Context: an optimization exercise on an open-source flow, tuned for small area. The choices shown serve that exercise and are no tape-out recipe. The RTL was checked by simulation tests, not by an equivalence proof against the original design. Power figures rest on the tool's default switching activity, not on a simulated workload.

==> flow/flow/run.sh <==
#!/bin/bash
# Standard layout, with two changes: port buffers use the smallest buffer
# cell, and clock tree synthesis inserts no dummy loads.
set -euo pipefail
cd "$(dirname "${BASH_SOURCE[0]}")/.."
bash standard.sh finish \
  "BUFFER_PORTS_ARGS=-buffer_cell sky130_fd_sc_hd__buf_1" \
  "CTS_ARGS=-sink_clustering_enable -repair_clock_nets -dont_use_dummy_load -buf_list {sky130_fd_sc_hd__clkbuf_8} -sink_clustering_size 16 -sink_clustering_max_diameter 45" \
  > standard_flow.log 2>&1
==> flow/standard.sh <==
#!/bin/bash
# synth_recipe.tcl (not shown) runs the flow's synth.tcl, then flattens the netlist and writes it again
# the make line also repeats each setting of config.mk as NAME=value (left out here)
make -C /OpenROAD-flow-scripts/flow DESIGN_CONFIG=/design/flow/config.mk WORK_HOME=/design/flow/orfs CLKGATE_MAP_FILE= SYNTH_SCRIPT=/design/flow/synth_recipe.tcl "${@:-finish}"
==> flow/config.mk <==
export PLATFORM = sky130hd
export DESIGN_NAME = snn_cfg_loader
export DESIGN_NICKNAME = snn_cfg_loader
export VERILOG_FILES = /design/flow/design.v
export SDC_FILE = /design/flow/constraint.sdc
export NUM_CORES = 4
export LEC_CHECK = 0
export CAP_MARGIN = 20
export CORE_MARGIN = 2
export CORE_UTILIZATION = 52
export CTS_BUF_LIST = sky130_fd_sc_hd__clkbuf_8
export CTS_CLUSTER_DIAMETER = 45
export CTS_CLUSTER_SIZE = 16
export SLEW_MARGIN = 20
export SYNTH_HIERARCHICAL = 1
export SYNTH_MINIMUM_KEEP_SIZE = 0
==> flow/constraint.sdc <==
create_clock -name core_clock -period 5.0 [get_ports {clk}]
set_input_delay 1.0000 -clock core_clock [delete_from_list [all_inputs] [get_ports {clk}]]
set_output_delay 1.0000 -clock core_clock [all_outputs]
set_load 0.01 [all_outputs]
==> flow/design.v <==
module snn_cfg_loader #(
  parameter  int unsigned M1        = 24,
  parameter  int unsigned N1        = 8,
  parameter  int unsigned N2        = 2,
  parameter  int unsigned WBITS     = 2,
  parameter  int unsigned DBITS     = 3,
  parameter  int unsigned PBITS     = 2,
  parameter  int unsigned BUS_W     = 8,
  localparam int unsigned CFG_BITS  = (N1*M1 + N2*N1)*(WBITS + DBITS + 1) + 3*PBITS,
  localparam int unsigned CFG_WORDS = (CFG_BITS + BUS_W - 1) / BUS_W,
  localparam int unsigned CNT_W     = (CFG_WORDS > 1) ? $clog2(CFG_WORDS) : 1
) (
  input  logic                      clk,
  input  logic                      reset,
  input  logic                      cfg_start,
  input  logic                      cfg_valid,
  input  logic [BUS_W-1:0]          cfg_data,
  output logic                      cfg_ready,
  input  logic                      enable,
  output logic                      net_enable,
  output logic [N1*M1*WBITS-1:0]    weights1,
  output logic [N2*N1*WBITS-1:0]    weights2,
  output logic [N1*M1*DBITS-1:0]    delay_values1,
  output logic [N1*M1-1:0]          delays1,
  output logic [N2*N1*DBITS-1:0]    delay_values2,
  output logic [N2*N1-1:0]          delays2,
  output logic [PBITS-1:0]          threshold,
  output logic [PBITS-1:0]          decay,
  output logic [PBITS-1:0]          refractory_period,
  output logic                      cfg_loaded,
  output logic                      commit_done,
  output logic                      load_abort,
  output logic                      busy
  ,
  input  logic [CNT_W-1:0]          rb_addr,
  output logic [BUS_W-1:0]          rb_data
);
  localparam int unsigned DF     = DBITS + 1;
  localparam int unsigned OFF_W2 = N1*M1*WBITS;
  localparam int unsigned OFF_D1 = OFF_W2 + N2*N1*WBITS;
  localparam int unsigned OFF_D2 = OFF_D1 + N1*M1*DF;
  localparam int unsigned OFF_P  = OFF_D2 + N2*N1*DF;
  localparam int unsigned SH_BITS   = (CFG_WORDS - 1) * BUS_W;    
  localparam int unsigned LAST_BITS = CFG_BITS - SH_BITS;         
  logic                r_load;      
  logic                r_cst;       
  logic [CNT_W-1:0]    r_cnt;
  logic                r_loaded;
  logic                r_commit;
  logic                r_abort;
  logic [SH_BITS-1:0]  r_shadow;
  logic [LAST_BITS-1:0] r_last;
  logic [CFG_BITS-1:0] r_active;
  logic                w_accept;
  logic                w_last;
  assign w_accept = r_load && cfg_valid && !cfg_start;
  assign w_last   = (r_cnt == CNT_W'(CFG_WORDS - 1));
  always_ff @(posedge clk) begin
    if (!reset) begin
      r_load   <= 1'b0;
      r_cst    <= 1'b0;
      r_cnt    <= '0;
      r_loaded <= 1'b0;
      r_commit <= 1'b0;
      r_abort  <= 1'b0;
    end else begin
      r_commit <= r_cst;
      r_abort  <= r_load && cfg_start;
      r_cst    <= w_accept && w_last;
      if (r_cst) r_loaded <= 1'b1;
      if (r_load) begin
        if (cfg_start) begin
          r_cnt <= '0;
        end else if (cfg_valid) begin
          if (w_last) begin
            r_load <= 1'b0;
            r_cnt  <= '0;
          end else begin
            r_cnt <= r_cnt + 1'b1;
          end
        end
      end else if (!r_cst && cfg_start) begin
        r_load <= 1'b1;
      end
    end
  end
  logic                w_sh, w_nsh;
  logic [SH_BITS-1:0]  w_shadow_d;
  assign w_sh  = w_accept & !w_last;
  assign w_nsh = !w_sh;
  snn_cfg_loader_ao22 #(.W(SH_BITS)) u_shadow_d (
    .x(w_sh), .a({cfg_data, r_shadow[SH_BITS-1:BUS_W]}),
    .h(w_nsh), .b(r_shadow), .y(w_shadow_d)
  );
  always_ff @(posedge clk) begin
    r_shadow <= w_shadow_d;
    if (w_accept && w_last)
      r_last <= cfg_data[LAST_BITS-1:0];
  end
  logic                w_ld, w_hold;
  logic [CFG_BITS-1:0] w_active_d;
  assign w_ld   = reset & r_cst;
  assign w_hold = reset & !r_cst;
  snn_cfg_loader_ao22 #(.W(CFG_BITS)) u_active_d (
    .x(w_ld), .a({r_last, r_shadow}),
    .h(w_hold), .b(r_active), .y(w_active_d)
  );
  always_ff @(posedge clk) begin
    r_active <= w_active_d;
  end
  assign cfg_ready   = r_load;
  assign busy        = r_load | r_cst;
  assign cfg_loaded  = r_loaded;
  assign commit_done = r_commit;
  assign load_abort  = r_abort;
  assign net_enable  = enable & r_loaded;
  assign weights1          = r_active[0      +: N1*M1*WBITS];
  assign weights2          = r_active[OFF_W2 +: N2*N1*WBITS];
  assign threshold         = r_active[OFF_P             +: PBITS];
  assign decay             = r_active[OFF_P + PBITS     +: PBITS];
  assign refractory_period = r_active[OFF_P + 2*PBITS   +: PBITS];
  for (genvar i = 0; i < N1*M1; i++) begin : g_delay1
    assign delay_values1[i*DBITS +: DBITS] = r_active[OFF_D1 + i*DF +: DBITS];
    assign delays1[i]                      = r_active[OFF_D1 + i*DF + DBITS];
  end
  for (genvar i = 0; i < N2*N1; i++) begin : g_delay2
    assign delay_values2[i*DBITS +: DBITS] = r_active[OFF_D2 + i*DF +: DBITS];
    assign delays2[i]                      = r_active[OFF_D2 + i*DF + DBITS];
  end
  logic [CFG_WORDS*BUS_W-1:0] w_img;
  logic [CFG_WORDS-1:0]       w_rb_sel;
  logic [BUS_W-1:0]           w_rb_word;
  assign w_img = {{(CFG_WORDS*BUS_W-CFG_BITS){1'b0}}, r_active};
  snn_cfg_loader_rbdec #(.N(CFG_WORDS), .AW(CNT_W)) u_rb_dec (
    .en(reset), .addr(rb_addr), .sel(w_rb_sel)
  );
  for (genvar j = 0; j < BUS_W; j++) begin : g_rb
    logic [CFG_WORDS-1:0] w_col;
    for (genvar w = 0; w < CFG_WORDS; w++) begin : g_w
      assign w_col[w] = w_img[w*BUS_W + j];
    end
    snn_cfg_loader_andor #(.N(CFG_WORDS)) u_rb_or (
      .sel(w_rb_sel), .d(w_col), .y(w_rb_word[j])
    );
  end
  always_ff @(posedge clk) begin
    rb_data <= w_rb_word;
  end
endmodule
module snn_cfg_loader_ao22 #(
  parameter int unsigned W = 1
) (
  input  logic         x,
  input  logic [W-1:0] a,
  input  logic         h,
  input  logic [W-1:0] b,
  output logic [W-1:0] y
);
  assign y = ({W{x}} & a) | ({W{h}} & b);
endmodule
module snn_cfg_loader_rbdec #(
  parameter int unsigned N  = 2,
  parameter int unsigned AW = 2,
  localparam int unsigned LW = AW / 2,
  localparam int unsigned HW = AW - LW,
  localparam int unsigned NH = (N + (1 << LW) - 1) >> LW,
  localparam int unsigned NL = (N < (1 << LW)) ? N : (1 << LW)
) (
  input  logic          en,
  input  logic [AW-1:0] addr,
  output logic [N-1:0]  sel
);
  logic [NH-1:0] w_hn;
  logic [NL-1:0] w_ln;
  snn_cfg_loader_pdec #(.W(HW), .N(NH)) u_hi (
    .en(en), .a(addr[AW-1:LW]), .yn(w_hn)
  );
  snn_cfg_loader_pdec #(.W(LW), .N(NL)) u_lo (
    .en(1'b1), .a(addr[LW-1:0]), .yn(w_ln)
  );
  for (genvar w = 0; w < N; w++) begin : g_sel
    snn_cfg_loader_nor2 u_sel (
      .a(w_hn[w >> LW]), .b(w_ln[w % (1 << LW)]), .y(sel[w])
    );
  end
endmodule
module snn_cfg_loader_pdec #(
  parameter int unsigned W = 1,
  parameter int unsigned N = 2
) (
  input  logic         en,
  input  logic [W-1:0] a,
  output logic [N-1:0] yn
);
  for (genvar k = 0; k < N; k++) begin : g_k
    assign yn[k] = !(en && a == W'(k));
  end
endmodule
module snn_cfg_loader_andor #(
  parameter int unsigned N = 2,
  localparam int unsigned K1 = (N + 2) / 3,
  localparam int unsigned K2 = (K1 + 3) / 4,
  localparam int unsigned K3 = (K2 + 3) / 4
) (
  input  logic [N-1:0] sel,
  input  logic [N-1:0] d,
  output logic         y
);
  logic [K1-1:0] w_l1n;    
  logic [K2-1:0] w_l2;     
  logic [K3-1:0] w_l3n;    
  for (genvar g = 0; g < K1; g++) begin : g_l1
    if (3*g + 2 < N) begin : g_3
      snn_cfg_loader_aoi222 u (
        .a1(sel[3*g]),   .a2(d[3*g]),
        .b1(sel[3*g+1]), .b2(d[3*g+1]),
        .c1(sel[3*g+2]), .c2(d[3*g+2]),
        .y(w_l1n[g])
      );
    end else if (3*g + 1 < N) begin : g_2
      snn_cfg_loader_aoi22 u (
        .a1(sel[3*g]),   .a2(d[3*g]),
        .b1(sel[3*g+1]), .b2(d[3*g+1]),
        .y(w_l1n[g])
      );
    end else begin : g_1
      snn_cfg_loader_nand #(.W(2)) u (.a({sel[3*g], d[3*g]}), .y(w_l1n[g]));
    end
  end
  for (genvar g = 0; g < K2; g++) begin : g_l2
    localparam int unsigned C = (K1 - 4*g < 4) ? K1 - 4*g : 4;
    snn_cfg_loader_nand #(.W(C)) u (.a(w_l1n[4*g +: C]), .y(w_l2[g]));
  end
  for (genvar g = 0; g < K3; g++) begin : g_l3
    localparam int unsigned C = (K2 - 4*g < 4) ? K2 - 4*g : 4;
    snn_cfg_loader_nor #(.W(C)) u (.a(w_l2[4*g +: C]), .y(w_l3n[g]));
  end
  snn_cfg_loader_nand #(.W(K3)) u_l4 (.a(w_l3n), .y(y));
endmodule
module snn_cfg_loader_aoi222 (
  input  logic a1, a2, b1, b2, c1, c2,
  output logic y
);
  assign y = !((a1 & a2) | (b1 & b2) | (c1 & c2));
endmodule
module snn_cfg_loader_aoi22 (
  input  logic a1, a2, b1, b2,
  output logic y
);
  assign y = !((a1 & a2) | (b1 & b2));
endmodule
module snn_cfg_loader_nand #(
  parameter int unsigned W = 2
) (
  input  logic [W-1:0] a,
  output logic         y
);
  assign y = !(&a);
endmodule
module snn_cfg_loader_nor #(
  parameter int unsigned W = 2
) (
  input  logic [W-1:0] a,
  output logic         y
);
  assign y = !(|a);
endmodule
module snn_cfg_loader_nor2 (
  input  logic a, b,
  output logic y
);
  assign y = !(a | b);
endmodule
==> metrics.md, run 1 <==
| Metric | Value |
|---|---|
| Post-synthesis xor/xnor area fraction | 0 |
| Die area | 165,500 um2 |
| Cell Rows | 147 |
| # IOs | 1,289 |
| Worst Skew | 0.1128 ns |
| Synthesized netlist cell count | 6,427 |
| Area share of the leading cell type in the synthesized netlist | 0.5987 |
| #FFs+latches synth | 2,529 |
| Max VDD drop | 272.8 uV |
| Ratio of cells with drive above 1 in the final layout | 0.05039 |
| Post-DR vias/cell | 6.916 |
| Final Max Tran Viols | 0 |
| Die width | 406.8 um |
| First-pass iteration count of the detailed router | 12 |
| Vias | 66,722 |
| RSZ-0062 raised after global routing | no |
| PwrDens | 347.4 nW/um2 |
| Wire per inst | 36.35 um |
| Layout Cells excl Fill | 9,648 |
| Detailed Route WL | 350.7 mm |
| Worst path most repeated cell | nand4_1 |
| Most used DFF post-synth | dfxtp_1 |
| Fmax | 234.3 MHz |
| CTS tree | yes |
| Worst-Skew Late Latency | 1.02 ns |
| Core area | 160,800 um2 |
| GP Congestion | 1.049 |
| Arrival @ worst endpoint | 5.08 ns |
| Post-CTS Resized | 0 |
| Ys async rst share | 0 |
| Pre-CTS WS | -0.06299 ns |
| Final setup viols | 0 |
| Worst slew pin tran | 1.225 ns |
| Mux cell area share after synthesis | 0 |
| Worst-path clk slew | 0.10 ns |
| Largest net degree at the start of global routing | 214 |
| Max cap viols | 0 |
| Synthesized area | 84,360 um2 |
| Synth area leaders | dfxtp_1 60%, a22o_1 26%, buf_6 5.3%, a222oi_1 4.9%, buf_2 0.91% |
| Leak | 33.34 nW |
| Root buf cell | clkbuf_8 |
| Synth Area per Inst | 13.13 um2 |
| Global route overflow | 0 |
| Ys Warns | 7 |
| CP cell instances | buf_1 > and2b_2 > nand2_2 > buf_4 > nor2_1 > a222oi_1 > nand4_1 > nor4_2 > nand4_1 |
| Final Critical Period | 4.268 ns |
| Post-synth EDFFs | 6 |
| Status | complete, no violations |
| Slew headroom | 0.1831 |
| Gr usage total | 0.3979 |
| Post-route core utilization | 0.5661 |
| Total CTS buffers | 230 |
| DP HPWL | 254.7 mm |
| Initial Util | 0.5248 |
| Area grow syn2layout | 7.874% |
| CTS H-tree lvls | 4 |
| Setup Buffers After CTS | 0 |
| DP Cell Count | 9,411 |
| Hold buffer count at cts | 0 |
| Simple-Gate Fraction of Synth Area | 0.02486 |
| Final ANT Viol Nets | 0 |
| Nets | 7,506 |
| Seq/Total Area, Yosys | 0.6008 |
| Delay of the slowest critical-path stage | 0.94 ns |
| Final worst slack | 0.7317 ns |
| Input/output buffers | 1,288 |
| Final period utilization | 0.8537 |
| Crit Path Category | in2reg |
| Main combinational cell family by area after synthesis | compound AO/OA/AOI/OAI gates |
| Netlist cell types | 44 |
| Int Pwr | 24.44 mW |
| CP max-delay cell | nor4_2 |
| Startpoint types | input pin |
| Final Hold Vio Count | 0 |
| Initial antenna violation count | 8 |
| Final instance area | 91,010 um2 |
| DRC viols | 0 |
| Synth Area in Compound Gates | 0.3103 |
| DRT iter0 DRCs | 11,565 |
| Worst hold-check path type | in2reg |
| First-pass GRT wire length | 475.8 mm |
| Reg power frac | 0.644 |
| P_sw | 7.184 mW |
| CP Max Fanout | 8 |
| Biggest area consumer among synthesized cells | dfxtp_1 |
| Critical path capture point type | register |
| WP data required | 5.81 ns |
| Die height | 406.8 um |
| Most common cell in the netlist | dfxtp_1 |
| Clock buffer depth | 3 |
| List of most frequent post-synthesis cells | 2,523 x dfxtp_1, 2,502 x a22o_1, 416 x a222oi_1 |
| Placed Area | 87,820 um2 |
| Area of the multi-input gates | 28,400 um2 |
| Share of power burned in combinational logic | 0.020 |
| Fill count | 13,875 |
| Vias in the first global route | 60,121 |
| Clk pwr share | 0.336 |
| CTS sink cnt | 2,529 |
| Net Sw Frac | 0.2272 |
| Adder-Cell Fraction of Synth Area | 0.0002966 |
| Sequential cell area | 50,690 um2 |
| Final hold slack | 0.2183 ns |
-- per-module statistics from Yosys (local to each module, per instance), excerpt --
module	copies in the design	flip-flops and latches	area [um2]
snn_cfg_loader	1	2529	51100
snn_cfg_loader_aoi222	416	0	10.01
snn_cfg_loader_nor2	157	0	3.754
-- layer usage --
layer / global-route usage / vias up / share of wire
met5: 0 / - / 0.00020
met4: 0.2303 / 12 / 0.067
met3: 0.1274 / 830 / 0.11
met2: 0.5972 / 4061 / 0.44
met1: 0.5025 / 33653 / 0.38
li1: - / 28166 / -
-- power groups by stage --
stage | combinational [mW] | clock [mW] | sequential [mW]
2_1_floorplan | 0.591 | 0 | 20.8
3_5_place_dp | 0.626 | 0 | 20.8
3_3_place_gp | 0.623 | 0 | 20.8
5_1_grt | 0.671 | 11.4 | 20.4
6_report | 0.644 | 10.6 | 20.4
4_1_cts | 0.627 | 10.7 | 20.3
-- state kept, by name (all words and copies together) (netlist names) --
name / flops
r_active: 1254
r_shadow: 1248
r_cnt: 8
rb_data: 8
r_last: 6
r_abort: 1
r_commit: 1
r_cst: 1
r_load: 1
r_loaded: 1
-- layout by cell type (no fill, tap or decap), types with 5 or more instances in the layout --
cell / count
dfxtp_1: 2523
a22o_1: 2502
buf_1: 1288
a222oi_1: 416
clkbuf_8: 230
nor2_1: 172
nand4_1: 114
buf_4: 54
buf_12: 35
nand2_1: 25
nor4_2: 24
inv_1: 16
nand2_2: 12
diode_2: 7
conb_1: 6
edfxtp_1: 6
a21oi_1: 5
-- per-stage QoR --
stage          setup TNS [ns]  total power [mW]
3_5_place_dp          -0.1759             21.44
3_3_place_gp         -0.03299             21.44
5_1_grt                     0             32.43
6_report                    0             31.62
2_1_floorplan               0             21.37
4_1_cts                     0             31.65
-- worst max-delay path: cells and delay by family --
family                 cells  cell delay, ns
AOI/OAI and AO/OA          1            0.68
and+or+nand+nor            6            2.54
buffers and inverters      2            0.82
-- cell families after synthesis --
group / after synthesis
AOI/OAI and AO/OA: 2933
adders and majority gates: 2
buffers and inverters: 574
DFF: 2529
other: 2
and+or+nand+nor: 387
-- area by class of cell --
type                       instances  area share
timing repair buffer            1377     0.06528
clock buffer                     230     0.03478
tap                             2160     0.02970
antenna                            7   0.0001925
inverter                          17   0.0009899
sequential                      2529      0.5570
multi-input combinational       3328      0.3121
-- worst paths after layout --
| kind | cells after the start | slack [ns] | start | end |
|---|---|---|---|---|
| hold reg to reg | 1 | 0.46 | r_shadow[694]$_DFF_P_ | r_shadow[686]$_DFF_P_ |
| setup / recovery | 9 | 0.73 | rb_addr[1] | rb_data[1]$_DFF_P_ |
| hold / removal | 2 | 0.22 | cfg_data[6] | r_shadow[1246]$_DFF_P_ |
| setup reg to reg | 8 | 1.86 | r_cnt[0]$_SDFFE_PN0P_ | r_shadow[957]$_DFF_P_ |
==> run 2: changes to the inputs <==
==> flow/flow/run.sh (replaced) <==
#!/bin/bash
# Standard layout, with two changes: port buffers use the smallest buffer
# cell, and clock tree synthesis inserts no dummy loads.
set -euo pipefail
cd "$(dirname "${BASH_SOURCE[0]}")/.."
bash standard.sh finish \
  "BUFFER_PORTS_ARGS=-buffer_cell sky130_fd_sc_hd__buf_1" \
  "CTS_ARGS=-sink_clustering_enable -repair_clock_nets -dont_use_dummy_load -buf_list {sky130_fd_sc_hd__clkbuf_4 sky130_fd_sc_hd__clkbuf_8} -sink_clustering_size 18 -sink_clustering_max_diameter 60" \
  > standard_flow.log 2>&1
--- a/flow/config.mk
+++ b/flow/config.mk
@@ -8,9 +8,9 @@
 export CAP_MARGIN = 20
 export CORE_MARGIN = 2
 export CORE_UTILIZATION = 52
-export CTS_BUF_LIST = sky130_fd_sc_hd__clkbuf_8
-export CTS_CLUSTER_DIAMETER = 45
-export CTS_CLUSTER_SIZE = 16
+export CTS_BUF_LIST = sky130_fd_sc_hd__clkbuf_4 sky130_fd_sc_hd__clkbuf_8
+export CTS_CLUSTER_DIAMETER = 60
+export CTS_CLUSTER_SIZE = 18
 export SLEW_MARGIN = 20
 export SYNTH_HIERARCHICAL = 1
 export SYNTH_MINIMUM_KEEP_SIZE = 0
==> run 2 against run 1 <==
  * Still clean on timing, DRC and antenna
  * Synthesized area stayed put
  * Sequential power hardly changed
  * Largest cell class unchanged
  * Worst hold slack better by 0.062 ns
  * Largest power group unchanged
  * First-iteration DRC count is 3.2% higher
==> metrics.md, run 2 <==
| Metric | Value |
|---|---|
| Worst slew pin tran | 1.172 ns |
| Ys Warns | 7 |
| Post-route core utilization | 0.5613 |
| Clk pwr share | 0.310 |
| Min-Delay Path Depth | 2 |
| Startpoint types | input pin |
| Most used DFF post-synth | dfxtp_1 |
| Synthesized netlist cell count | 6,427 |
| Ratio of cells with drive above 1 in the final layout | 0.04310 |
| Max cap viols | 0 |
| Arrival @ worst endpoint | 5.13 ns |
| Setup Buffers After CTS | 0 |
| Wire per inst | 36.43 um |
| Final hold slack | 0.2800 ns |
| Adder-Cell Fraction of Synth Area | 0.0002966 |
| Net Sw Frac | 0.2281 |
| Critical path capture point type | register |
| WP depth | 9 |
| Biggest area consumer among synthesized cells | dfxtp_1 |
| Worst reg2reg path depth | 8 |
| First-pass GRT wire length | 474.8 mm |
| GP Congestion | 1.049 |
| Total power draw | 30.45 mW |
| Buf/Inv on CP | 2 |
| Final ANT Viol Nets | 0 |
| Max VDD drop | 255.5 uV |
| Global route overflow | 0 |
| Total negative slack | 0 ns |
| Die area | 165,500 um2 |
| Most common cell in the netlist | dfxtp_1 |
| Core area | 160,800 um2 |
| CTS tree | yes |
| CTS H-tree lvls | 4 |
| Final Hold Vio Count | 0 |
| Final Max Tran Viols | 0 |
| Placed Area | 87,820 um2 |
| Hold buffer count at cts | 0 |
| CTS sink cnt | 2,529 |
| First-pass iteration count of the detailed router | 11 |
| Area grow syn2layout | 6.954% |
| Main combinational cell family by area after synthesis | compound AO/OA/AOI/OAI gates |
| Critical R2R Launch | r_cnt[0]$_SDFFE_PN0P_ |
| Largest register FFs | 1,254 |
| DRC viols | 0 |
| Vias | 66,532 |
| Met3 WL | 38.79 mm |
| Area share of the leading cell type in the synthesized netlist | 0.5987 |
| Delay of the slowest critical-path stage | 1.01 ns |
| Fill count | 13,903 |
| Share of power burned in combinational logic | 0.021 |
| PwrDens | 337.4 nW/um2 |
| Simple-Gate Fraction of Synth Area | 0.02486 |
| Initial Util | 0.5248 |
| Worst R2R End | r_shadow[258]$_DFF_P_ |
| Final period utilization | 0.8747 |
| CP cell instances | buf_1 > and2b_2 > nand2_2 > buf_4 > nor2_1 > a222oi_1 > nand4_1 > nor4_2 > nand4_1 |
| Gr usage total | 0.3966 |
| Final Critical Period | 4.373 ns |
| Synthesized area | 84,360 um2 |
| Total CTS buffers | 174 |
| Root buf cell | clkbuf_8 |
| Post-synthesis xor/xnor area fraction | 0 |
| Mux cell area share after synthesis | 0 |
| Worst hold-check path type | in2reg |
| Reg2reg setup slack | 1.87 ns |
| Leak | 32.94 nW |
| RSZ-0062 raised after global routing | no |
| P_sw | 6.944 mW |
| Worst setup path startpoint | rb_addr[1] |
| Top flop regs | r_active (1254), r_shadow (1248) |
| Clock buffer depth | 3 |
| Worst-Skew Late Latency | 0.95 ns |
| Top reg by flops | r_active |
| Highest-count cells in the layout ignoring fill and taps | 2,523 x dfxtp_1, 2,502 x a22o_1, 1,288 x buf_1, 416 x a222oi_1, 174 x clkbuf_8 |
| #FFs+latches synth | 2,529 |
| Worst-path clk slew | 0.10 ns |
| Synth area leaders | dfxtp_1 60%, a22o_1 26%, buf_6 5.3%, a222oi_1 4.9%, buf_2 0.91% |
| Die width | 406.8 um |
| Max layer used | met5 |
| Met1 WL | 132.9 mm |
| Status | complete, no violations |
| List of most frequent post-synthesis cells | 2,523 x dfxtp_1, 2,502 x a22o_1, 416 x a222oi_1 |
| Reg power frac | 0.668 |
| Post-DR vias/cell | 6.937 |
| WP data required | 5.76 ns |
| Initial antenna violation count | 10 |
| CP max-delay cell | nor4_2 |
| Crit Path Category | in2reg |
| Fmax | 228.7 MHz |
| # IOs | 1,289 |
| DRT iter0 DRCs | 11,931 |
| WL met2 | 154.2 mm |
| Worst Skew | 0.08672 ns |
| Largest net degree at the start of global routing | 214 |
| Seq/Total Area, Yosys | 0.6008 |
| Worst path most repeated cell | nand4_1 |
| Input/output buffers | 1,288 |
| Netlist cell types | 44 |
| Synth Area in Compound Gates | 0.3103 |
| Final setup viols | 0 |
| Int Pwr | 23.50 mW |
| Synth Area per Inst | 13.13 um2 |
| Setup crit end | rb_data[1]$_DFF_P_ |
| Slew headroom | 0.2156 |
| Ys async rst share | 0 |
| Vias in the first global route | 59,687 |
| Final instance area | 90,230 um2 |
| DP HPWL | 254.7 mm |
| Cell Rows | 147 |
| CP Max Fanout | 8 |
| Die height | 406.8 um |
| Post-CTS Resized | 0 |
| Detailed Route WL | 349.4 mm |
| Post-synth EDFFs | 6 |
| Commonest non-fill, non-tap cell in the layout | dfxtp_1 |
| Nets | 7,450 |
| Delay-heaviest family, CP | simple AND/OR/NAND/NOR gates |
run 2: cell families (layout without fill, tap and decap cells):
logic type | Yosys count | after routing
other | 2 | 12
DFF | 2529 | 2529
and+or+nand+nor | 387 | 387
adders and majority gates | 2 | 2
AOI/OAI and AO/OA | 2933 | 2933
buffers and inverters | 574 | 1568
run 2: worst min path at each step:
stage,from,endpoint
after detailed placement,r_last[4]$_DFFE_PP_,r_active[1252]$_DFF_P_
after global placement,r_last[4]$_DFFE_PP_,r_active[1252]$_DFF_P_
after CTS,cfg_data[6],r_shadow[1246]$_DFF_P_
after floorplan,r_shadow[0]$_DFF_P_,r_shadow[0]$_DFF_P_
after global routing,cfg_data[6],r_shadow[1246]$_DFF_P_
final,cfg_data[6],r_shadow[1246]$_DFF_P_
run 2: cell type report:
cell class              count  area [um2]  share of cell area
multi-input cells        3328       28400              0.3147
clock buffers             174        2395             0.02654
flip-flops and latches   2529       50690              0.5618
diodes                      6       15.01           0.0001664
well taps                2160        2703             0.02995
repair buffers           1377        5941             0.06584
inverters                  17       90.09           0.0009984
run 2: modules after synthesis, one instance, submodules excluded, excerpt:
| module | flops+latches | times used | cells |
|---|---|---|---|
| snn_cfg_loader_aoi222 | 0 | 416 | 1 |
| snn_cfg_loader_nor2 | 0 | 157 | 1 |
| snn_cfg_loader | 2529 | 1 | 2596 |
run 2: per-layer routing:
layer | vias up | GRT usage
li1 | 28064 | -
met2 | 4135 | 0.5946
met1 | 33533 | 0.5057
met5 | - | 0
met3 | 788 | 0.1208
met4 | 12 | 0.2281
run 2: power groups by stage:
stage                     combinational [mW]  clock [mW]  sequential (mW)
after floorplan                        0.591           0             20.8
after global placement                 0.623           0             20.8
after detailed placement               0.626           0             20.8
after CTS                              0.627        9.46             20.3
after global routing                   0.671        10.2             20.4
final                                  0.642        9.45             20.4
run 2: worst reg2reg max path: cells and delay by family (launching register included):
kind                       cells  cell delay, ns
buffers and inverters          3            1.44
and+or+nand+nor                3            0.60
DFF                            1            0.42
AOI/OAI and AO/OA              1            0.37
adders and majority gates      1            0.20
run 2: per-stage QoR:
step           std cells  setup WS [ns]
2_1_floorplan       6431          2.302
3_3_place_gp        9411       -0.03299
3_5_place_dp        9411       -0.06299
4_1_cts             9585         0.9404
5_1_grt             9587         0.8157
6_report            9591         0.6266
==> run 3: changes to the inputs <==
==> flow/flow/run.sh (replaced) <==
#!/bin/bash
# Standard layout, with two changes: port buffers use the smallest buffer
# cell, and clock tree synthesis inserts no dummy loads.
set -euo pipefail
cd "$(dirname "${BASH_SOURCE[0]}")/.."
bash standard.sh finish \
  "BUFFER_PORTS_ARGS=-buffer_cell sky130_fd_sc_hd__buf_1" \
  "CTS_ARGS=-sink_clustering_enable -repair_clock_nets -dont_use_dummy_load -buf_list {sky130_fd_sc_hd__clkbuf_4 sky130_fd_sc_hd__clkbuf_8} -sink_clustering_size 17 -sink_clustering_max_diameter 55" \
  > standard_flow.log 2>&1
==> flow/config.mk (replaced) <==
export PLATFORM = sky130hd
export DESIGN_NAME = snn_cfg_loader
export DESIGN_NICKNAME = snn_cfg_loader
export VERILOG_FILES = /design/flow/design.v
export SDC_FILE = /design/flow/constraint.sdc
export NUM_CORES = 4
export LEC_CHECK = 0
export CAP_MARGIN = 5
export CORE_MARGIN = 2
export CORE_UTILIZATION = 52
export CTS_BUF_LIST = sky130_fd_sc_hd__clkbuf_4 sky130_fd_sc_hd__clkbuf_8
export CTS_CLUSTER_DIAMETER = 55
export CTS_CLUSTER_SIZE = 17
export SLEW_MARGIN = 5
export SYNTH_HIERARCHICAL = 1
export SYNTH_MINIMUM_KEEP_SIZE = 0
==> run 3 against run 2 <==
  * Clock power grew 2.8%
  * Global-route usage up 0.056 points
  * Register-to-register slack is essentially flat
  * Worst hold slack worse by 0.022 ns
  * Final area increased by 0.21%
  * Total power increased by 0.85%
  * Sequential share of layout area is 0.12 points lower
  * Count of clock-buffer cells in the layout up 14
  * Cell count is 0.14% higher
  * Maximum frequency is 2.9% higher
  * Sequential cell count unchanged
==> metrics.md, run 3 <==
| Metric | Value |
|---|---|
| Status | complete, no violations |
| Ratio of cells with drive above 1 in the final layout | 0.04476 |
| Clk pwr share | 0.316 |
| Input/output buffers | 1,288 |
| Ys Warns | 7 |
| List of most frequent post-synthesis cells | 2,523 x dfxtp_1, 2,502 x a22o_1, 416 x a222oi_1 |
| PwrDens | 339.6 nW/um2 |
| DRC viols | 0 |
| CP cell instances | buf_1 > and2b_2 > nand2_1 > buf_4 > nor2_1 > a222oi_1 > nand4_1 > nor4_2 > nand4_1 |
| Synth Area per Inst | 13.13 um2 |
| Critical path capture point type | register |
| DRT iter0 DRCs | 11,882 |
| Global route overflow | 0 |
| Largest net degree at the start of global routing | 214 |
| Ys async rst share | 0 |
| Detailed Route WL | 349.9 mm |
| Die area | 165,500 um2 |
| Delay-heaviest family, CP | simple AND/OR/NAND/NOR gates |
| Worst hold-check path type | in2reg |
| Worst-Skew Late Latency | 0.97 ns |
| RSZ-0062 raised after global routing | no |
| Reg power frac | 0.663 |
| Reg2reg setup slack | 1.86 ns |
| Final Critical Period | 4.250 ns |
| Post-synthesis xor/xnor area fraction | 0 |
| #FFs+latches synth | 2,529 |
| # IOs | 1,289 |
| Highest-count cells in the layout ignoring fill and taps | 2,523 x dfxtp_1, 2,502 x a22o_1, 1,288 x buf_1, 416 x a222oi_1, 188 x clkbuf_8 |
| Final setup viols | 0 |
| CP max-delay cell | nor4_2 |
| Arrival @ worst endpoint | 5.02 ns |
| Initial Util | 0.5248 |
| DP HPWL | 254.9 mm |
| P_sw | 6.974 mW |
| Netlist cell types | 44 |
| Crit Path Category | in2reg |
| Initial antenna violation count | 10 |
| Startpoint types | input pin |
| Net Sw Frac | 0.2271 |
| Largest register FFs | 1,254 |
| Main combinational cell family by area after synthesis | compound AO/OA/AOI/OAI gates |
| Delay of the slowest critical-path stage | 0.97 ns |
| Total CTS buffers | 188 |
| Worst-path clk slew | 0.11 ns |
| Max cap viols | 0 |
| Share of power burned in combinational logic | 0.021 |
| Final Max Tran Viols | 0 |
| Setup Buffers After CTS | 0 |
| Post-DR vias/cell | 6.942 |
| Post-route core utilization | 0.5625 |
| Area of the multi-input gates | 28,400 um2 |
| Vias | 66,669 |
| Synth area leaders | dfxtp_1 60%, a22o_1 26%, buf_6 5.3%, a222oi_1 4.9%, buf_2 0.91% |
| Final worst slack | 0.7499 ns |
| Synthesized area | 84,360 um2 |
| Top flop regs | r_active (1254), r_shadow (1248) |
| First-pass iteration count of the detailed router | 14 |
| Max VDD drop | 263.0 uV |
| CTS H-tree lvls | 4 |
| Seq/Total Area, Yosys | 0.6008 |
| Wire per inst | 36.44 um |
| Worst slew pin tran | 1.419 ns |
| Fmax | 235.3 MHz |
| Gr usage total | 0.3971 |
| Fill count | 13,876 |
| Most common cell in the netlist | dfxtp_1 |
| Vias in the first global route | 59,792 |
| Area grow syn2layout | 7.177% |
| Pre-CTS WS | -0.03686 ns |
| Mux cell area share after synthesis | 0 |
| Int Pwr | 23.73 mW |
| CP Max Fanout | 8 |
| Worst Skew | 0.08177 ns |
| Most used DFF post-synth | dfxtp_1 |
| Die width | 406.8 um |
| Area share of the leading cell type in the synthesized netlist | 0.5987 |
| Slew headroom | 0.05042 |
| Synthesized netlist cell count | 6,427 |
| Nets | 7,464 |
| Sequential cell area | 50,690 um2 |
| Core area | 160,800 um2 |
| Post-synth EDFFs | 6 |
| Die height | 406.8 um |
| Commonest non-fill, non-tap cell in the layout | dfxtp_1 |
| GP Congestion | 1.049 |
| Clock buffer depth | 3 |
| Final Hold Vio Count | 0 |
| Biggest area consumer among synthesized cells | dfxtp_1 |
| Leak | 33.04 nW |
| First-pass GRT wire length | 475.4 mm |
| Buf/Inv on CP | 2 |
| Final period utilization | 0.8500 |
| Synth Area in Compound Gates | 0.3103 |
| WP data required | 5.77 ns |
| Simple-Gate Fraction of Synth Area | 0.02486 |
| CTS sink cnt | 2,529 |
| Adder-Cell Fraction of Synth Area | 0.0002966 |
| Top reg by flops | r_active |
| CTS tree | yes |
| Hold buffer count at cts | 0 |
| Post-CTS Resized | 0 |
| Cell Rows | 147 |
| Worst path most repeated cell | nand4_1 |
| Root buf cell | clkbuf_8 |
| Final ANT Viol Nets | 0 |
-- run 3: cell types whose count changed in the layout (fill, tap and decap cells not counted), sizes merged --
cell | previous run | this run
clkbuf | 174 | 188
diode | 6 | 5
-- run 3: path summary, 6_finish.rpt --
check,from,endpoint,depth (start not counted)
worst max-delay path,rb_addr[1],rb_data[1]$_DFF_P_,9
worst min-delay path,cfg_data[7],r_shadow[1247]$_DFF_P_,2
worst max register to register,r_cnt[0]$_SDFFE_PN0P_,r_shadow[954]$_DFF_P_,8
worst min register to register,r_last[5]$_DFFE_PP_,r_active[1253]$_DFF_P_,1
-- run 3: power groups by stage --
stage	combinational, mW	sequential [mW]	clock [mW]
floorplan	0.591	20.8	0
global placement	0.623	20.8	0
CTS	0.627	20.3	9.78
detailed placement	0.626	20.8	0
finish	0.643	20.4	9.71
global route	0.671	20.4	10.5
-- run 3: Yosys stat by module (local to each module, per instance), excerpt --
module	cells	cell area, um2	copies in the design	flip-flops and latches
snn_cfg_loader_aoi222	1	10.01	416	0
snn_cfg_loader_nor2	1	3.754	157	0
snn_cfg_loader	2596	51100	1	2529
-- run 3: cell families (layout without fill, tap and decap cells) --
family,Yosys count,count (layout)
AO/OA/AOI/OAI,2933,2933
flip-flops,2529,2529
buffers and inverters,574,1582
AND/OR/NAND/NOR,387,387
adder cells (fa/ha/maj),2,2
other,2,11
-- run 3: per-stage QoR --
stage | cell area [um2] | cells | total power [mW] | hold WS [ns] | setup TNS (ns)
global route | 90410 | 9600 | 31.51 | 0.2241 | 0
CTS | 90410 | 9599 | 30.76 | 0.1879 | 0
floorplan | 84380 | 6431 | 21.37 | 0.4405 | 0
global placement | 87820 | 9411 | 21.44 | 0.4486 | -0.03299
detailed placement | 87820 | 9411 | 21.44 | 0.4580 | -0.07963
finish | 90420 | 9604 | 30.71 | 0.2583 | 0
-- run 3: cell type report --
cell class,count,share of cell area
Timing Repair Buffer,1377,0.06570
Multi-Input combinational cell,3328,0.3141
Sequential cell,2529,0.5606
Clock buffer,188,0.02862
Antenna cell,5,0.0001384
Tap cell,2160,0.02989
Inverter,17,0.0009963
-- run 3: per-layer routing --
layer	vias up	routed length, um	track usage
met2	4100	155400	0.5992
met1	33660	133500	0.5033
met3	758	38690	0.1264
li1	28141	-	-
met4	10	22270	0.2195
met5	-	59	0
==> run 4: changes to the inputs <==
--- a/flow/design.v
+++ b/flow/design.v
@@ -84,27 +84,37 @@
       end
     end
   end
-  logic                w_sh, w_nsh;
+  localparam int unsigned SH_SL  = 24;                  
+  localparam int unsigned SH_SW  = SH_BITS / SH_SL;     
+  localparam int unsigned ACT_SL = 22;                  
+  localparam int unsigned ACT_SW = CFG_BITS / ACT_SL;
   logic [SH_BITS-1:0]  w_shadow_d;
-  assign w_sh  = w_accept & !w_last;
-  assign w_nsh = !w_sh;
-  snn_cfg_loader_ao22 #(.W(SH_BITS)) u_shadow_d (
-    .x(w_sh), .a({cfg_data, r_shadow[SH_BITS-1:BUS_W]}),
-    .h(w_nsh), .b(r_shadow), .y(w_shadow_d)
-  );
+  logic [SH_BITS-1:0]  w_shadow_in;
+  logic                w_not_last;
+  assign w_shadow_in = {cfg_data, r_shadow[SH_BITS-1:BUS_W]};
+  assign w_not_last  = !w_last;
+  for (genvar k = 0; k < SH_SL; k++) begin : g_sh
+    snn_cfg_loader_bank_d #(.W(SH_SW), .MODE(0)) u_d (
+      .a(w_accept), .b(w_not_last),
+      .p(w_shadow_in[k*SH_SW +: SH_SW]), .q(r_shadow[k*SH_SW +: SH_SW]),
+      .y(w_shadow_d[k*SH_SW +: SH_SW])
+    );
+  end
   always_ff @(posedge clk) begin
     r_shadow <= w_shadow_d;
     if (w_accept && w_last)
       r_last <= cfg_data[LAST_BITS-1:0];
   end
-  logic                w_ld, w_hold;
   logic [CFG_BITS-1:0] w_active_d;
-  assign w_ld   = reset & r_cst;
-  assign w_hold = reset & !r_cst;
-  snn_cfg_loader_ao22 #(.W(CFG_BITS)) u_active_d (
-    .x(w_ld), .a({r_last, r_shadow}),
-    .h(w_hold), .b(r_active), .y(w_active_d)
-  );
+  logic [CFG_BITS-1:0] w_active_in;
+  assign w_active_in = {r_last, r_shadow};
+  for (genvar k = 0; k < ACT_SL; k++) begin : g_act
+    snn_cfg_loader_bank_d #(.W(ACT_SW), .MODE(1)) u_d (
+      .a(reset), .b(r_cst),
+      .p(w_active_in[k*ACT_SW +: ACT_SW]), .q(r_active[k*ACT_SW +: ACT_SW]),
+      .y(w_active_d[k*ACT_SW +: ACT_SW])
+    );
+  end
   always_ff @(posedge clk) begin
     r_active <= w_active_d;
   end
@@ -146,6 +156,21 @@
   always_ff @(posedge clk) begin
     rb_data <= w_rb_word;
   end
+endmodule
+module snn_cfg_loader_bank_d #(
+  parameter int unsigned W    = 1,
+  parameter int unsigned MODE = 0
+) (
+  input  logic         a,
+  input  logic         b,
+  input  logic [W-1:0] p,
+  input  logic [W-1:0] q,
+  output logic [W-1:0] y
+);
+  logic x, h;
+  assign x = a & b;
+  assign h = (MODE == 0) ? !(a & b) : (a & !b);
+  snn_cfg_loader_ao22 #(.W(W)) u_ao (.x(x), .a(p), .h(h), .b(q), .y(y));
 endmodule
 module snn_cfg_loader_ao22 #(
   parameter int unsigned W = 1
==> flow/flow/run.sh (replaced) <==
#!/bin/bash
# Standard layout, with two changes: port buffers use the smallest buffer
# cell, and clock tree synthesis inserts no dummy loads.
set -euo pipefail
cd "$(dirname "${BASH_SOURCE[0]}")/.."
bash standard.sh finish \
  "BUFFER_PORTS_ARGS=-buffer_cell sky130_fd_sc_hd__buf_1" \
  "CTS_ARGS=-sink_clustering_enable -repair_clock_nets -dont_use_dummy_load -buf_list {sky130_fd_sc_hd__clkbuf_4 sky130_fd_sc_hd__clkbuf_8} -sink_clustering_size 18 -sink_clustering_max_diameter 60" \
  > standard_flow.log 2>&1
==> flow/config.mk (replaced) <==
export PLATFORM = sky130hd
export DESIGN_NAME = snn_cfg_loader
export DESIGN_NICKNAME = snn_cfg_loader
export VERILOG_FILES = /design/flow/design.v
export SDC_FILE = /design/flow/constraint.sdc
export NUM_CORES = 4
export LEC_CHECK = 0
export CAP_MARGIN = 20
export CORE_MARGIN = 2
export CORE_UTILIZATION = 52
export CTS_BUF_LIST = sky130_fd_sc_hd__clkbuf_4 sky130_fd_sc_hd__clkbuf_8
export CTS_CLUSTER_DIAMETER = 60
export CTS_CLUSTER_SIZE = 18
export SLEW_MARGIN = 20
export SYNTH_HIERARCHICAL = 1
export SYNTH_MINIMUM_KEEP_SIZE = 0
==> run 4 against run 3 <==
  * First-iteration DRC count is 10% higher
  * Wire length is 4.5% higher
  * Highest routed layer unchanged
  * Count of clock-buffer cells in the layout is 15 lower
  * Combinational power is 5.3% higher
  * Sequential share of layout area is 0.18 points lower
  * Sequential power hardly changed
  * Global-route usage is 1.4 points higher
  * Critical path type unchanged
  * Worst hold slack worse by 0.025 ns
  * Register-to-register slack worse by 0.14 ns
==> metrics.md, run 4 <==
| Metric | Value |
|---|---|
| DP HPWL | 270.8 mm |
| Critical R2R Launch | r_cnt[0]$_SDFFE_PN0P_ |
| Buf/Inv on CP | 2 |
| Highest-count cells in the layout ignoring fill and taps | 2,522 x dfxtp_1, 2,455 x a22o_1, 1,287 x buf_1, 416 x a222oi_1 |
| Input/output buffers | 1,288 |
| #FFs+latches synth | 2,529 |
| DRT iter0 DRCs | 13,085 |
| Most common cell in the netlist | dfxtp_1 |
| Synthesized netlist cell count | 6,508 |
| Delay-heaviest family, CP | simple AND/OR/NAND/NOR gates |
| Min-Delay Path Depth | 1 |
| Worst setup path startpoint | rb_addr[1] |
| List of most frequent post-synthesis cells | 2,523 x dfxtp_1, 2,455 x a22o_1, 464 x buf_6 |
| Root buf cell | clkbuf_8 |
| Vias | 68,728 |
| Area grow syn2layout | 6.291% |
| Status | complete, no violations |
| Ratio of cells with drive above 1 in the final layout | 0.06106 |
| WP data required | 5.83 ns |
| Max VDD drop | 324.2 uV |
| # IOs | 1,289 |
| Seq/Total Area, Yosys | 0.5939 |
| Worst reg2reg path depth | 9 |
| Detailed Route WL | 365.7 mm |
| Final worst slack | 0.4777 ns |
| Crit Path Category | in2reg |
| Commonest non-fill, non-tap cell in the layout | dfxtp_1 |
| Slew headroom | 0.2165 |
| Core area | 163,000 um2 |
| Synth Area per Inst | 13.11 um2 |
| Leak | 33.22 nW |
| Total power draw | 30.47 mW |
| Reg2reg setup slack | 1.72 ns |
| Hold buffer count at cts | 0 |
| Nets | 7,558 |
| Most used DFF post-synth | dfxtp_1 |
| CTS sink cnt | 2,529 |
| Arrival @ worst endpoint | 5.35 ns |
| Total CTS buffers | 173 |
| Top flop regs | r_active (1254), r_shadow (1248) |
| Worst-Skew Late Latency | 0.97 ns |
| Worst slew pin tran | 1.171 ns |
| Worst path most repeated cell | nand4_1 |
| Delay of the slowest critical-path stage | 0.83 ns |
| Post-DR vias/cell | 7.074 |
| Synthesized area | 85,340 um2 |
| Ys Warns | 7 |
| First-pass GRT wire length | 497.5 mm |
| Final Hold Vio Count | 0 |
| RSZ-0062 raised after global routing | no |
| Critical path capture point type | register |
| Max cap viols | 0 |
| Die width | 409.1 um |
| Area share of the leading cell type in the synthesized netlist | 0.5918 |
| Netlist cell types | 38 |
| Final hold slack | 0.2338 ns |
| Cell Rows | 148 |
| Die height | 409.1 um |
| CTS H-tree lvls | 4 |
| Wire per inst | 37.64 um |
| CP max-delay cell | a222oi_1 |
| Clock buffer depth | 3 |
| Largest net degree at the start of global routing | 58 |
| Synth area leaders | dfxtp_1 59%, a22o_1 25%, buf_6 6.1%, a222oi_1 4.9%, nand4_1 0.84% |
| CP cell instances | buf_1 > and2b_2 > nand2_2 > nor2_1 > a222oi_1 > nand4_1 > nor4_2 > buf_4 > nand4_1 |
| Final Max Tran Viols | 0 |
| Worst R2R End | r_shadow[1200]$_DFF_P_ |
| Worst-path clk slew | 0.11 ns |
| Final setup viols | 0 |
| First-pass iteration count of the detailed router | 11 |
| Global route overflow | 0 |
| CP Max Fanout | 10 |
| Post-synth EDFFs | 6 |
| DRC viols | 0 |
| Post-CTS Resized | 0 |
| Final Critical Period | 4.522 ns |
| Fmax | 221.1 MHz |
| Gr usage total | 0.4114 |
| Pre-CTS WS | -0.2432 ns |
| CTS tree | yes |
| Worst hold-check path type | in2reg |
| Vias in the first global route | 60,863 |
| Top reg by flops | r_active |
| GP Congestion | 1.044 |
| Ys async rst share | 0 |
| Setup Buffers After CTS | 0 |
| PwrDens | 335.9 nW/um2 |
| Final ANT Viol Nets | 0 |
| HP Start | cfg_data[2] |
| Fill count | 14,106 |
| Die area | 167,400 um2 |
| Worst Skew | 0.05492 ns |
| Largest register FFs | 1,254 |
| Initial Util | 0.5237 |
| Biggest area consumer among synthesized cells | dfxtp_1 |
| Startpoint types | input pin |
| WHS Endpoint | r_last[2]$_DFFE_PP_ |
| Final period utilization | 0.9045 |
| Initial antenna violation count | 10 |
==> run 4: cell types whose count changed after synthesis, moves of 25 or more <==
| cell | previous run | this run |
|---|---|---|
| and2_1 | 1 | 26 |
| nand2_1 | 36 | 61 |
| buf_2 | 153 | 88 |
| buf_6 | 400 | 464 |
| a22o_1 | 2502 | 2455 |
| a22o_2 | 0 | 48 |
==> run 4: area by class of cell <==
type	instances	area, um2	share of cell area
flip-flops and latches	2529	50690	0.5588
multi-input cells	3416	29090	0.3207
repair buffers	1400	5759	0.06349
well taps	2175	2721	0.03000
clock buffers	173	2381	0.02625
inverters	15	56.30	0.0006207
diodes	7	17.52	0.0001931
==> run 4: worst register-to-register path, cell delays in order, from the launching register on <==
cell	delay, ns
dfxtp_1	0.44
inv_1	0.07
ha_1	0.20
and4bb_4	0.21
nand2_2	0.74
buf_4	0.34
buf_4	0.23
and2_2	0.17
buf_4	0.50
a22o_1	0.31
==> run 4: per-module statistics from Yosys (local to each module, per instance), a selection <==
module / times used / cell area (um2) / cells / flops+latches
snn_cfg_loader: 1 / 51050 / 2589 / 2529
snn_cfg_loader_aoi222: 416 / 10.01 / 1 / 0
snn_cfg_loader_nor2: 157 / 3.754 / 1 / 0
==> run 4: how the worst max path moves through the flow <==
stage / endpoint / slack (ns) / cells after the start
finish: rb_data[4]$_DFF_P_ / 0.48 / 9
global route: rb_data[4]$_DFF_P_ / 0.64 / 9
CTS: rb_data[4]$_DFF_P_ / 0.83 / 9
detailed placement: rb_data[4]$_DFF_P_ / -0.24 / 9
global placement: rb_data[4]$_DFF_P_ / -0.21 / 9
floorplan: rb_data[0]$_DFF_P_ / 2.30 / 7
==> run 4: logic make-up after synthesis <==
| group | Yosys count | share of synthesized area |
|---|---|---|
| AO/OA/AOI/OAI | 2934 | 0.3076 |
| flip-flops | 2529 | 0.5939 |
| buffers and inverters | 567 | 0.06704 |
| AND/OR/NAND/NOR | 471 | 0.03073 |
| adder cells (fa/ha/maj) | 2 | 0.0002932 |
| other | 2 | 0.00008800 |
| multiplexers | 2 | 0.0002346 |
| XOR/XNOR | 1 | 0.0001026 |
==> run 4: layer usage <==
layer  up-vias  part of all wire  GRT usage
li1      28391                 -          -
met1     34849              0.38     0.5341
met2      4626              0.43     0.6056
met3       858              0.11     0.1134
met4         4             0.075     0.2565
met5         -          0.000079          0
==> run 4: power by group <==
part	internal [mW]	total [mW]	switching, mW	leakage, nW
sequential	20.2	20.4	0.109	20.4
clock	3.11	9.44	6.33	1.24
combinational	0.139	0.677	0.538	11.6
total	23.5	30.5	6.98	33.2
==> run 4: stage by stage <==
stage / TNS [ns] / util / instances / area [um2]
final: 0 / 0.5567 / 9715 / 90710
after floorplan: 0 / - / 6512 / 85360
after global routing: 0 / 0.5566 / 9710 / 90700
after detailed placement: -0.9578 / 0.5418 / 9535 / 88290
after global placement: -0.7462 / 0.5416 / 9534 / 88260
after CTS: 0 / 0.5564 / 9708 / 90670

-- what the ideal ports hide --
Ports are ideal in the flow. The routed layouts listed here were re-timed in OpenROAD. Step 1, drivers: a clkbuf_16 drives clk and a buf_2 each remaining input, both assumed. Step 2 moves the port delays by t, midway between the first and last clock arrival at a register: inputs arrive t later, outputs are due t later. That takes back most of the time a late clock gives input paths. Three values: ideal ports, drivers, drivers and shift; two values: the first two.
run	t (ns)	slack for setup (ns)	latest minus earliest clock arrival (ns)
run 1	1.043	0.732 / 0.798 / -0.245	0.142 / 0.142
run 2	0.996	0.627 / 0.695 / -0.301	0.097 / 0.097
run 3	0.996	0.750 / 0.811 / -0.184	0.119 / 0.119
run 4	1.044	0.478 / 0.543 / -0.501	0.068 / 0.069
Met with ideal ports but missed after step 2: setup timing in every run listed. The setup slack of run 4, which loses most, moves by +0.065 ns with the drivers and by -0.979 ns with both steps.
